Context: an optimization exercise on an open-source flow, tuned for small area, a short achievable clock period and few clock cycles per item. The choices shown serve that exercise and are no tape-out recipe.
In this exercise RTL edits were held to simulation tests only and were not proved equivalent to the original.

Design ntt_core, start of the top module:
module ntt_core (
    input  logic  clk,
    input  logic  reset,
    input  logic  load_w,
    input  logic  load_data,
    input  logic  start,
    input  ntt_pkg::coef_t din,
    output logic  done,
    output logic  dout_valid,
    output ntt_pkg::coef_t dout
);
    localparam logic [1:0] K_NONE = 2'd0, K_BP = 2'd1, K_H = 2'd2, K_TW = 2'd3;
    logic        cw_r, cd_r, cs_r;   
    logic        idle_r;             
    logic        lw_act;             
    logic [3:0]  lw_cnt;             
    logic        cv_act;             
    logic [4:0]  cv_cnt;
    logic        tw_ready;           
    logic [5:0]  ph;                 
    logic        started;            
    logic        spec_ok;            
    logic        rc_act;             
    logic [3:0]  rc;
    logic        rc_ok;              
    logic [15:0] q_r;
    logic [15:0] tw [1:7];
    logic signed [16:0] sl [0:7];    
    logic signed [17:0] sm [8:11];   
    logic        [17:0] sh [12:15];  
    logic        [17:0] bl [0:3];    
    logic signed [17:0] bh [4:7];    
    logic acc_w, acc_d, acc_s, acc_any;
    assign acc_w   = idle_r && cw_r;
    assign acc_d   = idle_r && !cw_r && cd_r;
    assign acc_s   = idle_r && !cw_r && !cd_r && cs_r && ((ph == 6'd17) || (ph == 6'd18));
    assign acc_any = acc_w || acc_d || acc_s;
    logic loading;      
    logic idle;
  ...
export LEC_CHECK = 0
export CAP_MARGIN = 20
export CORE_MARGIN = 2
export CORE_UTILIZATION = 40
export CTS_CLUSTER_DIAMETER = 150
export CTS_CLUSTER_SIZE = 20
export SLEW_MARGIN = 20
create_clock -name core_clock -period 95.0 [get_ports {clk}]
standard.sh (not shown) runs the stock make flow with config.mk's settings and CLKGATE_MAP_FILE= SYNTH_SCRIPT=/design/flow/synth_recipe.tcl, a recipe that flattens the netlist after the stock synthesis.
==> flow/flow/run.sh <==
#!/bin/bash
set -euo pipefail
cd "$(dirname "$0")/.."
bash standard.sh "BUFFER_PORTS_ARGS=-buffer_cell sky130_fd_sc_hd__buf_2" finish > make_finish.log 2>&1
Testbench counts at the start, summed over its fixed seeds: cycles 5,296, items 128.
Edit:
--- a/flow/design.v
+++ b/flow/design.v
@@ -207,26 +207,22 @@
             end
         endcase
     end
     assign op_a = 19'(op_u + (op_v ^ {20{c_sub}}) + 20'(c_sub) + (c_bl0 ? 20'(qq) : 20'({qq, 2'b00})));
     logic [34:0] mm_t;               
     logic [23:0] mm_u;               
     logic        mm_va, mm_vb;
     logic [1:0]  mm_ka, mm_kb;
     logic [2:0]  mm_ia, mm_ib;
     logic [15:0] mm_r;               
     logic [16:0] mm_f;               
-    logic        [17:0] t_sum;       
-    logic signed [17:0] t_dif;       
-    assign t_sum = bl[mm_ib[1:0]] + {2'b0, mm_r};
-    assign t_dif = signed'(bl[mm_ib[1:0]]) - signed'({2'b0, mm_r});
     logic [11:0] qh;
     assign qh = qq[15:4];
     logic [20:0] ub;
     logic [3:0]  mbq;
     logic [23:0] vb;
     always_comb begin : mont_b
         ub = {1'b0, mm_t[19:0]};
         for (int i = 0; i < 3; i++) begin
             mbq = 4'(-ub[3:0]);
             ub = 21'(ub[20:4]) + 21'(ub[3:0] != 4'd0) + 21'(mbq * qh);
         end
@@ -292,38 +288,34 @@
             mm_vb <= mm_va && !acc_w && !acc_d;
         end
     end
     always_ff @(posedge clk) begin
         mm_t  <= (c_usec ? 19'(dout) : op_a) * tw[c_tw];
         mm_ka <= c_kind; mm_ia <= c_idx;
         mm_u  <= vb;
         mm_kb <= mm_ka; mm_ib <= mm_ia;
         x_r   <= x_n;
         if (mm_vb) begin
             case (mm_kb)
+                K_TW: tw[mm_ib] <= mm_r;
                 K_BP: begin
-                    for (int j = 0; j < 4; j++) begin
-                        if (mm_ib[1:0] == 2'(j)) begin
-                            if (!mm_ib[2]) bl[j] <= {2'b0, mm_r};
-                            else begin
-                                bl[j]     <= (j == 0) ? t_sum : {1'b0, t_sum[16:0]};
-                                bh[j + 4] <= (j == 0) ? t_dif : {t_dif[16], t_dif[16:0]};
-                            end
-                        end
+                    if (mm_ib <= 3'd3) bl[mm_ib[1:0]] <= {2'b0, mm_r};
+                    else begin
+                        bl[mm_ib[1:0]] <= bl[mm_ib[1:0]] + {2'b0, mm_r};
+                        bh[mm_ib]      <= signed'(bl[mm_ib[1:0]]) - signed'({2'b0, mm_r});
                     end
                 end
                 default: ;
             endcase
         end
         if (lw_act && lw_cnt <= 4'd8) tw[3'(lw_cnt - 4'd1)] <= din;
-        else if (mm_vb && mm_kb == K_TW) tw[mm_ib] <= mm_r;
         if (lw_act && lw_cnt == 4'd9) q_r <= din;
         if (lw_act && lw_cnt == 4'd9) dout <= 16'd1;
         else if (c_conv || c_out) dout <= red_out;
         if (c_load || acc_d) begin
             sl[0] <= signed'({1'b0, din});
             for (int k = 1; k < 8; k++) sl[k] <= sl[k - 1];
             sm[8] <= 18'(sl[7]);
             for (int k = 9; k < 12; k++) sm[k] <= sm[k - 1];
             sh[12] <= 18'(sm[11]);
             for (int k = 13; k < 16; k++) sh[k] <= sh[k - 1];
             if (c_st1) begin
The changed run finished clean.
Clock-buffer cell count is higher by 2.
Core utilization is lower by 0.35 points.
Wire length is higher by 5.2%.
Via count is higher by 2.2%.
Cell area is higher by 1.4%.
Critical path depth does not change.
Worst setup slack is better by 0.090 ns.
Register-to-register slack is better by 0.56 ns.
Die area is higher by 1.6%.
Testbench counts after the change, summed over its fixed seeds: cycles 5,296, items 128.

========
Setup of onyx:
ntt_core, a different RTL version from the one above (not shown whole).
Size: about 6,200 cells after synthesis, ~720 flip-flops, ~39 I/O pins, about 59,000 µm² of cells after synthesis.
export LEC_CHECK = 0
export CAP_MARGIN = 20
export CORE_MARGIN = 2
export CORE_UTILIZATION = 40
export CTS_CLUSTER_DIAMETER = 150
export CTS_CLUSTER_SIZE = 20
export SLEW_MARGIN = 20
create_clock -name core_clock -period 95.0 [get_ports {clk}]
Scripts as last shown in full above: flow/flow/run.sh
Testbench counts of onyx, summed over its fixed seeds: cycles 5,280, items 128.
Relative to onyx, the following input files were edited for willow:
--- a/flow/design.v
+++ b/flow/design.v
@@ -50,18 +50,17 @@
     assign acc_s   = idle_r && !cw_r && !cd_r && cs_r && ((ph == 6'd17) || (ph == 6'd18));
     assign acc_any = acc_w || acc_d || acc_s;
     logic loading;      
     logic idle;
     assign loading = acc_d || ((ph >= 6'd2) && (ph <= 6'd16));
     assign idle    = !acc_any && !lw_act && !loading && !started;
     logic proceed;      
     logic tx;
-    assign proceed = (ph == 6'd18) && (started || acc_s)
-                     && ((spec_ok && !rc_act) || (rc_act && rc == 4'd8 && rc_ok && tw_ready));
+    assign proceed = (ph == 6'd18) && (started || acc_s) && spec_ok && !rc_act;
     assign tx      = ((ph >= 6'd19) && (ph <= 6'd39)) || proceed;
     logic        n_lw_act, n_cv_act, n_tw_ready, n_started, n_spec_ok, n_rc_act, n_rc_ok;
     logic [3:0]  n_lw_cnt, n_rc;
     logic [4:0]  n_cv_cnt;
     logic [5:0]  n_ph;
     always_comb begin
         n_lw_act = lw_act; n_lw_cnt = lw_cnt; n_cv_act = cv_act; n_cv_cnt = cv_cnt;
         n_tw_ready = tw_ready; n_ph = ph; n_started = started; n_spec_ok = spec_ok;
@@ -130,19 +129,19 @@
         d_oside = o[0];
         f = n_ph - 6'd20;
         d_at18 = 1'b0;
         d_iss = 1'b0; d_kind = K_NONE; d_idx = 3'd0; d_tw = 3'd1; d_usec = 1'b0;
         d_osrc = 2'd0; d_uv = 2'd0; d_vv = 2'd0; d_sub = 1'b1; d_mside = 1'b0;
         if (n_cv_act && (n_cv_cnt >= 5'd10) && (n_cv_cnt <= 5'd16)) begin
             d_iss = 1'b1; d_kind = K_TW; d_idx = 3'(n_cv_cnt - 5'd9); d_tw = 3'(n_cv_cnt - 5'd9);
             d_usec = 1'b1;
-        end else if (n_rc_act && n_rc <= 4'd7) begin
+        end else if (n_rc_act) begin
             d_osrc = 2'd1; d_sub = 1'b0;
-            if (n_rc != 4'd0 && n_tw_ready) begin
+            if (n_rc != 4'd0 && n_rc <= 4'd7 && n_tw_ready) begin
                 d_iss = 1'b1; d_kind = K_BP; d_idx = n_rc[2:0]; d_tw = n_rc[2:0];
             end
         end else if (n_ph >= 6'd10 && n_ph <= 6'd17) begin
             if (n_ph != 6'd10 && n_tw_ready) begin
                 d_iss = 1'b1; d_kind = K_BP; d_idx = 3'(n_ph - 6'd10); d_tw = 3'(n_ph - 6'd10);
             end
         end else if ((n_ph == 6'd18 || n_run) && n_ph <= 6'd21) begin
             d_osrc = 2'd2; d_uv = n_ph[0] ? 2'd1 : 2'd0; d_vv = 2'd0; d_sub = 1'b0;
Results
- Changes observed in willow relative to onyx: non-clock inverter instance count of the final layout picked up an extra 4.4%.
- Worst path setup slack after routing delta for willow relative to onyx: 0.047 ns higher
- Status: adder-cell area share of the yosys netlist parity (willow, onyx)
- onyx → willow: post-synthesis cell area level.
- On maximum frequency, onyx and willow are neck and neck.
- Global-route track usage on met3 delta for willow relative to onyx: 0.78 points lower
- The share of the cycle needed by the critical path after routing on onyx is in line with that on willow.
Testbench counts of willow, summed over its fixed seeds: cycles 5,296, items 128.

## port drivers added, routing unchanged
The results above use ideal ports. As a check the final layouts listed here were re-extracted and re-timed, cells and wires unchanged. Step 1 (the two cells are an assumption about what drives the block):
set clk [get_ports {clk}]
set_driving_cell -lib_cell sky130_fd_sc_hd__clkbuf_16 $clk
set_driving_cell -lib_cell sky130_fd_sc_hd__buf_2 [delete_from_list [all_inputs] $clk]
Step 2 times the ports against the registers' clock, not the clock port: input delays grow and output delays shrink by t, the midpoint of the rising clock arrivals with the driver on. Three values: ideal, step 1, step 2; two values: the first two.
run | shift t [ns] | setup WS [ns] | pins driven straight from the clock port
the first run of note 1 | 0.732 | 74.648 / 74.571 / 75.053 | 1
the second run of note 1 | 0.735 | 74.739 / 74.661 / 75.301 | 1
onyx | 0.732 | 74.698 / 74.624 / 75.152 | 1
willow | 0.711 | 74.745 / 74.670 / 75.140 | 1
After both steps every run listed still meets setup and hold.
